Context: an optimization exercise on an open-source flow, tuned for small area and a short achievable clock period. The choices shown serve that exercise and are no tape-out recipe.
Function was checked by simulation only, so behaviour that the tests miss may differ from the original.
No driver is modelled on the clock port, so clocking that relies on it looks cheaper here than on a real chip.
Power and IR drop assume default switching activity.

[flow/design.v]
`timescale 1ns/1ps
`default_nettype none
module chu_vga_card_flip_core (
    input  logic        clk,
    input  logic        reset_n,
    input  logic [10:0] x,
    input  logic [10:0] y,
    input  logic        cs,
    input  logic        write,
    input  logic [13:0] addr,
    input  logic [31:0] wr_data,
    output logic [31:0] rd_data,
    output logic [13:0] glyph_addr,
    input  logic        glyph_pix,
    input  logic [11:0] si_rgb,
    output logic [11:0] so_rgb
);
    logic [5:0]  r_code [256];
    logic        r_hid  [256];
    logic [15:0] r_whi_n;
    logic [15:0] r_wlo_n;
    logic        r_wc;        
    logic [6:0]  r_wd;
    logic        r_busy;      
    logic        r_run;       
    logic        r_clr;       
    logic [7:0]  r_slot;
    logic [4:0]  r_progress;
    logic        r_frame_cnt;
    logic [1:0]  r_mode;
    logic [11:0] r_fg;
    logic        r_prev_origin;
    logic [15:0] r_rlo_n [2];  
    logic [15:0] r_rhi_n;     
    logic        r_match;     
    logic [3:0]  r_yin;
    logic [3:0]  r_xin;
    logic [11:0] r_si1;
    logic [11:0] r_si2;
    logic        w_tile_wr;
    logic        w_reg_wr;
    logic        w_flip_start;
    logic        w_origin;
    logic        w_strobe;
    logic        w_busy;
    logic        w_eng_clear;
    logic [7:0]  w_pix_slot;
    logic        w_reveal;
    logic [5:0]  w_eff_code;
    logic [11:0] w_avg;
    logic [11:0] w_blend;
    assign w_tile_wr    = cs & write & ~addr[13];
    assign w_reg_wr     = cs & write & addr[13];
    assign w_flip_start = w_reg_wr && (addr[2:0] == 3'd2);
    assign w_origin     = (x == 11'd0) && (y == 11'd0);
    assign w_strobe     = w_origin & ~r_prev_origin;
    assign w_busy       = r_run | r_clr;
    assign w_eng_clear  = r_clr && !w_tile_wr;
    assign w_pix_slot   = {y[6:4], x[8:4]};
    assign rd_data      = {r_busy, 23'd0, 3'd0, r_progress};
    logic        w_wv;
    logic [7:0]  w_wa;
    assign w_wv = w_tile_wr | w_eng_clear;
    assign w_wa = w_tile_wr ? addr[7:0] : r_slot;
    always_ff @(posedge clk) begin
        for (int j = 0; j < 16; j++) begin
            r_whi_n[j] <= !(w_wv && w_wa[7:4] == 4'(j));
            r_wlo_n[j] <= (w_wa[3:0] != 4'(j));
        end
        r_wc <= w_tile_wr;
        r_wd <= {w_tile_wr & wr_data[8], wr_data[5:0]};
    end
    logic [15:0] w_wlo_c_n;
    assign w_wlo_c_n = r_wlo_n | {16{~r_wc}};
    always_ff @(posedge clk) begin
        for (int i = 0; i < 256; i++) begin
            if (!(r_whi_n[i/16] | w_wlo_c_n[i%16])) r_code[i] <= r_wd[5:0];
            if (!(r_whi_n[i/16] | r_wlo_n[i%16]))   r_hid[i]  <= r_wd[6];
        end
    end
    always_ff @(posedge clk or negedge reset_n) begin
        if (!reset_n) begin
            r_mode <= 2'b00;
            r_fg   <= 12'hFFF;
        end else if (w_reg_wr) begin
            case (addr[2:0])
                3'd0:    r_mode <= wr_data[1:0];
                3'd1:    r_fg   <= wr_data[11:0];
                default: ;
            endcase
        end
    end
    always_ff @(posedge clk or negedge reset_n) begin
        if (!reset_n) r_prev_origin <= 1'b0;
        else          r_prev_origin <= w_origin;
    end
    logic       w_step;       
    logic [4:0] w_prog_inc;
    assign w_step     = r_run & r_frame_cnt & ~r_prev_origin;
    assign w_prog_inc = r_progress + 5'd1;
    always_ff @(posedge clk or negedge reset_n) begin
        if (!reset_n) begin
            r_busy      <= 1'b0;
            r_run       <= 1'b0;
            r_clr       <= 1'b0;
            r_slot      <= '0;
            r_progress  <= '0;
            r_frame_cnt <= 1'b0;
        end else if (!w_busy) begin
            if (w_flip_start) begin
                r_busy      <= 1'b1;
                r_run       <= 1'b1;
                r_slot      <= wr_data[7:0];
                r_progress  <= '0;
                r_frame_cnt <= 1'b0;
            end
        end else if (r_clr) begin
            if (!w_tile_wr) begin
                r_busy <= 1'b0;
                r_clr  <= 1'b0;
            end
        end else if (w_origin && !r_prev_origin) begin
            r_frame_cnt <= ~r_frame_cnt;
            if (w_step) begin
                r_progress <= w_prog_inc;
                r_run      <= ~w_prog_inc[4];
                r_clr      <= w_prog_inc[4];
            end
        end
    end
    logic [7:0]  w_slot_nx;
    assign w_slot_nx = (!w_busy && w_flip_start) ? wr_data[7:0] : r_slot;
    always_ff @(posedge clk) begin
        for (int c = 0; c < 2; c++)
            for (int j = 0; j < 16; j++)
                r_rlo_n[c][j] <= !(w_pix_slot[3:0] == 4'(j) && w_pix_slot[7] == 1'(c));
        r_match <= (w_pix_slot == w_slot_nx);
    end
    always_ff @(posedge clk or negedge reset_n) begin
        if (!reset_n) begin
            r_rhi_n <= '1;
            r_yin   <= '0;
            r_xin   <= '0;
            r_si1   <= '0;
        end else begin
            for (int j = 0; j < 16; j++) r_rhi_n[j] <= (w_pix_slot[7:4] != 4'(j));
            r_yin   <= y[3:0];
            r_xin   <= x[3:0];
            r_si1   <= si_rgb;
        end
    end
    logic [255:0] w_sel;
    logic [6:0]   w_rd_n;
    always_comb begin
        for (int i = 0; i < 256; i++) w_sel[i] = ~(r_rhi_n[i/16] | r_rlo_n[i/128][i%16]);
    end
    for (genvar b = 0; b < 7; b++) begin : g_rd
        logic [255:0] w_d;
        logic [85:0]  w_t_n;
        for (genvar i = 0; i < 256; i++) begin : g_d
            if (b == 6) begin : g_h
                assign w_d[i] = r_hid[i];
            end else begin : g_c
                assign w_d[i] = r_code[i][b];
            end
        end
        for (genvar g = 0; g < 85; g++) begin : g_t
            card_aoi222 u_t (
                .a1(w_sel[3*g]),   .a2(w_d[3*g]),
                .b1(w_sel[3*g+1]), .b2(w_d[3*g+1]),
                .c1(w_sel[3*g+2]), .c2(w_d[3*g+2]),
                .y (w_t_n[g])
            );
        end
        card_nand2 u_t85 (.a(w_sel[255]), .b(w_d[255]), .y(w_t_n[85]));
        logic [21:0] w_u;
        logic [10:0] w_v_n;
        logic [2:0]  w_w;
        for (genvar g = 0; g < 21; g++) begin : g_u
            card_nand4 u_u (.a(w_t_n[4*g]), .b(w_t_n[4*g+1]), .c(w_t_n[4*g+2]),
                            .d(w_t_n[4*g+3]), .y(w_u[g]));
        end
        card_nand2 u_u21 (.a(w_t_n[84]), .b(w_t_n[85]), .y(w_u[21]));
        for (genvar g = 0; g < 11; g++) begin : g_v
            card_nor2 u_v (.a(w_u[2*g]), .b(w_u[2*g+1]), .y(w_v_n[g]));
        end
        card_nand4 u_w0 (.a(w_v_n[0]), .b(w_v_n[1]), .c(w_v_n[2]), .d(w_v_n[3]), .y(w_w[0]));
        card_nand4 u_w1 (.a(w_v_n[4]), .b(w_v_n[5]), .c(w_v_n[6]), .d(w_v_n[7]), .y(w_w[1]));
        card_nand3 u_w2 (.a(w_v_n[8]), .b(w_v_n[9]), .c(w_v_n[10]), .y(w_w[2]));
        card_nor3  u_x  (.a(w_w[0]), .b(w_w[1]), .c(w_w[2]), .y(w_rd_n[b]));
    end
    assign w_reveal   = w_busy && r_match && ({1'b0, r_yin} < r_progress);
    for (genvar b = 0; b < 6; b++) begin : g_eff
        card_o21ai u_e (.a1(w_rd_n[6]), .a2(w_reveal), .b1(w_rd_n[b]), .y(w_eff_code[b]));
    end
    always_ff @(posedge clk or negedge reset_n) begin
        if (!reset_n) begin
            glyph_addr <= '0;
            r_si2      <= '0;
            so_rgb     <= '0;
        end else begin
            glyph_addr <= {w_eff_code, r_yin, r_xin};
            r_si2      <= r_si1;
            so_rgb     <= w_blend;
        end
    end
    for (genvar i = 0; i < 3; i++) begin : g_ch
        logic [4:0] w_sum;
        assign w_sum = {1'b0, r_fg[i*4 +: 4]} + {1'b0, r_si2[i*4 +: 4]};
        assign w_avg[i*4 +: 4] = w_sum[4:1];
    end
    always_comb begin
        w_blend = r_si2;
        case (r_mode)
            2'b01:   w_blend = r_si2;
            2'b10:   if (glyph_pix) w_blend = w_avg;
            default: if (glyph_pix) w_blend = r_fg;
        endcase
    end
endmodule
module card_aoi222 (
    input  logic a1, a2, b1, b2, c1, c2,
    output logic y
);
    assign y = ~((a1 & a2) | (b1 & b2) | (c1 & c2));
endmodule
module card_o21ai (input logic a1, a2, b1, output logic y);
    assign y = ~((a1 | a2) & b1);
endmodule
module card_nand2 (input logic a, b, output logic y);
    assign y = ~(a & b);
endmodule
module card_nand3 (input logic a, b, c, output logic y);
    assign y = ~(a & b & c);
endmodule
module card_nand4 (input logic a, b, c, d, output logic y);
    assign y = ~(a & b & c & d);
endmodule
module card_nor2 (input logic a, b, output logic y);
    assign y = ~(a | b);
endmodule
module card_nor3 (input logic a, b, c, output logic y);
    assign y = ~(a | b | c);
endmodule
`default_nettype wire
[flow/flow/run.sh]
#!/bin/bash
set -euo pipefail
cd "$(dirname "$0")/.."
W=$(pwd)
bash standard.sh SETUP_SLACK_MARGIN=6.8 EXTRA_SETUP_MARGIN=7.1 \
  POST_CTS_TCL=$W/flow/post_cts.tcl POST_GLOBAL_ROUTE_TCL=$W/flow/post_grt.tcl \
  finish > standard_flow.log 2>&1
[flow/flow/post_cts.tcl]
# Extra timing repair after CTS: same margin idea as SETUP_SLACK_MARGIN, but
# without the cell-footprint restriction, so gates and flip-flops on the
# critical paths can be sized up. Placement is legalised again afterwards.
puts "post-CTS extra repair_timing"
estimate_parasitics -placement
repair_timing -setup -setup_margin $::env(EXTRA_SETUP_MARGIN) -repair_tns 100 -verbose
detailed_placement
check_placement -verbose
report_design_area
[flow/flow/post_grt.tcl]
# Extra timing repair after global routing, aimed past the standard margin,
# then the same incremental legalise-and-reroute the standard step uses.
puts "post-GRT extra repair_timing"
estimate_parasitics -global_routing
repair_timing -setup -setup_margin $::env(EXTRA_SETUP_MARGIN) -repair_tns 100 -verbose
global_route -start_incremental
detailed_placement
global_route -end_incremental
estimate_parasitics -global_routing
report_design_area
report_worst_slack -max
[flow/standard.sh]
#!/bin/bash
# synth_recipe.tcl (not shown) runs the flow's synth.tcl, then flattens the netlist and writes it again
# the make line also repeats each setting of config.mk as NAME=value (left out here)
make -C /OpenROAD-flow-scripts/flow DESIGN_CONFIG=/design/flow/config.mk WORK_HOME=/design/flow/orfs CLKGATE_MAP_FILE= SYNTH_SCRIPT=/design/flow/synth_recipe.tcl "${@:-finish}"
[flow/config.mk]
export PLATFORM = sky130hd
export DESIGN_NAME = chu_vga_card_flip_core
export DESIGN_NICKNAME = chu_vga_card_flip_core
export VERILOG_FILES = /design/flow/design.v
export SDC_FILE = /design/flow/constraint.sdc
export NUM_CORES = 4
export LEC_CHECK = 0
export CAP_MARGIN = 20
export CORE_MARGIN = 2
export CORE_UTILIZATION = 60
export CTS_CLUSTER_DIAMETER = 80
export CTS_CLUSTER_SIZE = 30
export PLACE_DENSITY = 0.7
export SLEW_MARGIN = 20
export SYNTH_HIERARCHICAL = 1
[flow/constraint.sdc]
create_clock -name core_clock -period 10.0 [get_ports {clk}]
set_input_delay 2.0000 -clock core_clock [delete_from_list [all_inputs] [get_ports {clk}]]
set_output_delay 2.0000 -clock core_clock [all_outputs]
set_load 0.01 [all_outputs]
==> impl.org <==
** Hold path
- Hold Path Depth :: 0
- In this run the worst hold path is classified as reg2reg.
- For hold timing, the worst endpoint is glyph_addr[2].
- Hold wc startpoint :: r_xin[2]

** STA
- At the pin with the least slew margin, the transition time is 1190 ps.
- The max-slew violation count was 0.
- Fin. Hold Viols :: 0
- Final period util :: 33.4%
- Across the routed clock network, the largest skew measured is 29.4 ps.
- Summed over all failing endpoints, the final setup total negative slack is 0 ps.
- Headroom to the max-slew limit came out at 20.8%.
- Final worst slack :: 6660 ps
- Derived from the worst setup path, the maximum achievable clock frequency is 299 MHz.
- Setup violations remaining at the end of the flow were counted as 0.
- Time the final worst path needs with I/O delays and setup :: 3340 ps

** Logic synthesis
- Portion of the post-synthesis area used by sequential elements :: 80.9%
- Post-Synthesis Cells :: 4224
- Of all flip-flops after synthesis, the portion carrying an async set or reset was 5.38%.
- The Yosys step of the flow raised 10 warnings.
- Most common flop cell mapped by yosys :: sky130_fd_sc_hd__edfxtp_1
- Average size of a mapped cell :: 17.0 µm²
- After synthesis the netlist holds a flip-flop and latch count of 1971.
- Cell area after synthesis :: 71600 µm²
- Netlist cell types :: 58
- The synthesized design contains 1792 enable-type register cells.

** Setup path
- Endpoint of the lowest-slack register-to-register path :: glyph_addr[8]
- Number of buffers and inverters on the critical path :: 1
- Data arrival at the endpoint of the critical path :: 1340 ps
- Crit-path cells :: buf_6
- In this run the critical register-to-register path is launched from r_rlo_n[1][3].
- In this design, the stage delay of the slowest critical-path cell is 490 ps.
- Slowest stage cell, crit path :: sky130_fd_sc_hd__dfrtp_2
- R2r worst-path depth :: 7
- In this run the number of cells on the critical path is 1.
- At the worst endpoint, the required time is 8000 ps.
- Kind of cell adding the most delay to the critical path :: flip-flops
- Kind of start point of the critical path :: flop
- The critical path is of the reg2out type.
- STA classifies the critical path endpoint as a primary output.
- R2R setup slack :: 7040 ps
- Top fanout value on the critical path :: 2

** Power and ir drop
- In this run the power spent charging and discharging nets is 2.89 mW.
- Part of the total power dissipated in combinational logic :: 4.3%
- Seq pwr share :: 67.3%
- Total leakage power :: 23.5 nW
- Internal power contribution :: 10.7 mW
- Dividing total power by cell area gives a power density of 176 nW/µm².
- Net switching fraction of the power :: 21.3%
- The clock network is responsible for 28.4% of the overall power.
- Total Power Consumption :: 13.6 mW
- Max IR drop VDD :: 157 µV

** Cells and area
- Registers take 58100 µm².
- Fraction of final layout cells sized beyond drive strength 1 :: 8.86%
- Post-layout nets :: 4381
- Area used by multi-input combinational logic :: 13100 µm²
- Layout area overhead :: 7.63%
- Number of standard cells in the final layout excluding fillers :: 5866
- Summing all non-filler instances in the final layout gives an area of 77100 µm².
- The layout has 8141 filler cells.

** Floorplan
- For this configuration, the core starts out at a cell density of 60.6%.
- From left edge to right edge, the die measures 350 µm.
- In this run the count of I/O pins placed on the die edge is 143.
- In this run the core area contains 126 standard-cell rows.
- Measured along the y axis, the die boundary spans 350 µm.
- The region available for standard cell placement spans 118000 µm².
- The die covers 122000 µm².

** Routing
- For this run, design rule violations remaining after detail routing come to 0.
- WL final :: 199 mm
- The routed layout has 42506 vias.
- The first detailed-routing pass took 12 iterations.
- For this block, the initial DRC count from the detailed router was 8744.
- Wire per inst :: 33.9 µm
- Via density per instance :: 7.25
- In this run the remaining antenna-violating nets after routing total 0.

** Global route
- Across every metal layer, demand over resource in global routing totals 32.4%.
- Global-route track usage on met3 :: 9.17%
- GR met2 Demand/Resource :: 48.9%
- Met1 demand-to-capacity share in global routing :: 45.5%
- After global routing, the most crowded layer is met2.
- First-pass GRT wire length :: 280 mm
- Remaining Overflow, GRT :: 0
- Entering global routing, the biggest net connects 194 pins.
- Via count of the first global-routing pass :: 40507
- The initial antenna violation count is 10.

** Placed design
- Once placement finished, the instance area stood at 74200 µm².
- At the placement stage, the worst setup path has a slack of 5480 ps.
- Once detailed placement completed, the half-perimeter wirelength came to 120 mm.
- Gpl congestion :: 0.930
- Number of cells in the design after placement :: 5706
- Count of input and output buffers :: 91

** Clock tree
- CTS tree :: yes
- Clock slew at the register clock pins of the worst setup and hold paths :: 110 ps
- The clock reaches the later pin of the worst-skew pair after 710 ps.
- Clock sink count :: 1971

** Outcome
- Status :: no timing/DRC/antenna violations

** Run
- Number of maximum-capacitance violations :: 0
power groups by stage:
stage | Clock (mW) | Combinational [mW] | Sequential [mW]
after detailed placement | 0 | 0.572 | 9.33
after global placement | 0 | 0.565 | 9.33
final | 3.86 | 0.590 | 9.15
after floorplan | 0 | 0.233 | 9.33
per-module statistics from Yosys (local to each module, per instance), a selection:
module	cells inside	times used	cell area, µm²	flops+latches
chu_vga_card_flip_core	3357	1	64200	1971
card_aoi222	1	595	10.0	0
card_nor3	1	7	10.0	0
card_o21ai	1	6	5.00	0
card_nand2	1	14	3.75	0
card_nand3	1	7	5.00	0
card_nor2	1	77	3.75	0
worst max path at each step:
stage               slack (ps)      from          end
global placement          5510  addr[13]   r_whi_n[0]
detailed placement        5480  addr[13]  r_whi_n[12]
finish                    6660    r_busy  rd_data[31]
floorplan                 6450   addr[0]      r_match
layout by cell type (no fill, tap or decap), drive strengths merged, types with 6 or more instances in the layout:
cell type / instances
a21o: 9
a21oi: 19
a221oi: 8
a222oi: 595
buf: 129
clkbuf: 129
clkdlybuf4s50: 28
conb: 26
dfrtp: 78
dfstp: 28
dfxtp: 73
dlymetal6s2s: 16
edfxtp: 1792
ha: 15
inv: 20
mux2: 17
mux2i: 8
nand2: 120
nand2b: 20
nand3: 37
nand3b: 10
nand4: 165
nor2: 865
nor2b: 10
nor3: 11
nor4: 6
o21ai: 21
o31ai: 11
xor2: 10
cells by family (layout without fill, tap and decap cells):
family / after synthesis / count (layout) / share of synthesized area [%]
xor+xnor: 11 / 11 / 0.134
fa+ha+maj: 18 / 18 / 0.346
other cells: 1 / 31 / 0.00523
mux: 25 / 25 / 0.379
flops: 1971 / 1971 / 80.9
buf+inv: 249 / 325 / 1.45
compound gates: 682 / 682 / 9.12
simple gates: 1267 / 1267 / 7.66
through the flow:
stage / utilization, % / hold slack (ps)
6_report: 65.2 / 356
3_5_place_dp: 62.8 / 335
3_3_place_gp: 62.8 / 332
2_1_floorplan: - / 331
registers in the layout (all words and copies together), names as in the netlist, 2 cells and up:
signal      flops
glyph_addr     14
r_code       1536
r_fg           12
r_hid         256
r_mode          2
r_progress      5
r_rhi_n        16
r_rlo_n        32
r_si1          12
r_si2          12
r_slot          8
r_wd            7
r_whi_n        16
r_wlo_n        16
r_xin           4
r_yin           4
so_rgb         12
layer usage:
metal	wire [µm]	part of all wire, %	vias to the layer above
li1	-	-	17449
met1	70900	36	21479
met2	90200	45	3189
met3	29600	15	381
met4	8070	4.1	8
met5	50	0.025	-
cell usage after synthesis (all sizes together), types with 11 or more instances:
master  number  share of area [%]
nor3        11               0.13
mux2        17               0.27
dfrtp       78                2.7
o31ai       11               0.12
nand4      165                1.4
nand2      120               0.63
a21oi       19               0.13
nor2       865                4.5
o21ai       21               0.15
edfxtp    1792                 75
dfxtp       73                2.0
nand3       37               0.26
dfstp       28                1.0
clkbuf     184               0.96
nand2b      20               0.17
ha          15               0.26
inv         18              0.094
a222oi     595                8.3
buf         47               0.39
final cells by class:
class,count,share of cell area [%]
clock inverter,5,0.0763
tap,1536,2.49
clock buffer,120,2.76
sequential,1971,75.4
inverter,18,0.0909
multi-input combinational,2029,17.0
antenna,5,0.0162
timing repair buffer,182,2.21

[port drivers added, routing unchanged]
No port has a modelled driver above. Below, the same layout with a new extraction and two added sets of constraints. Step 1: set_driving_cell puts a clkbuf_16 on clk and a buf_2 on each other input, an assumption about the parent block. Step 2 also shifts input and output timing later by t, the mid clock arrival at the registers, as if the neighbouring blocks saw the same clock. a / b / c = ideal / step 1 / step 2; a / b = the first two.
shift t [ns]: 0.772
setup slack, ns: 6.658 / 6.583 / 6.066
pins driven straight from the clock port: 1
After both steps this run still meets setup and hold. For this run, drivers alone change the setup slack by -0.075 ns; drivers and shift together by -0.592 ns.
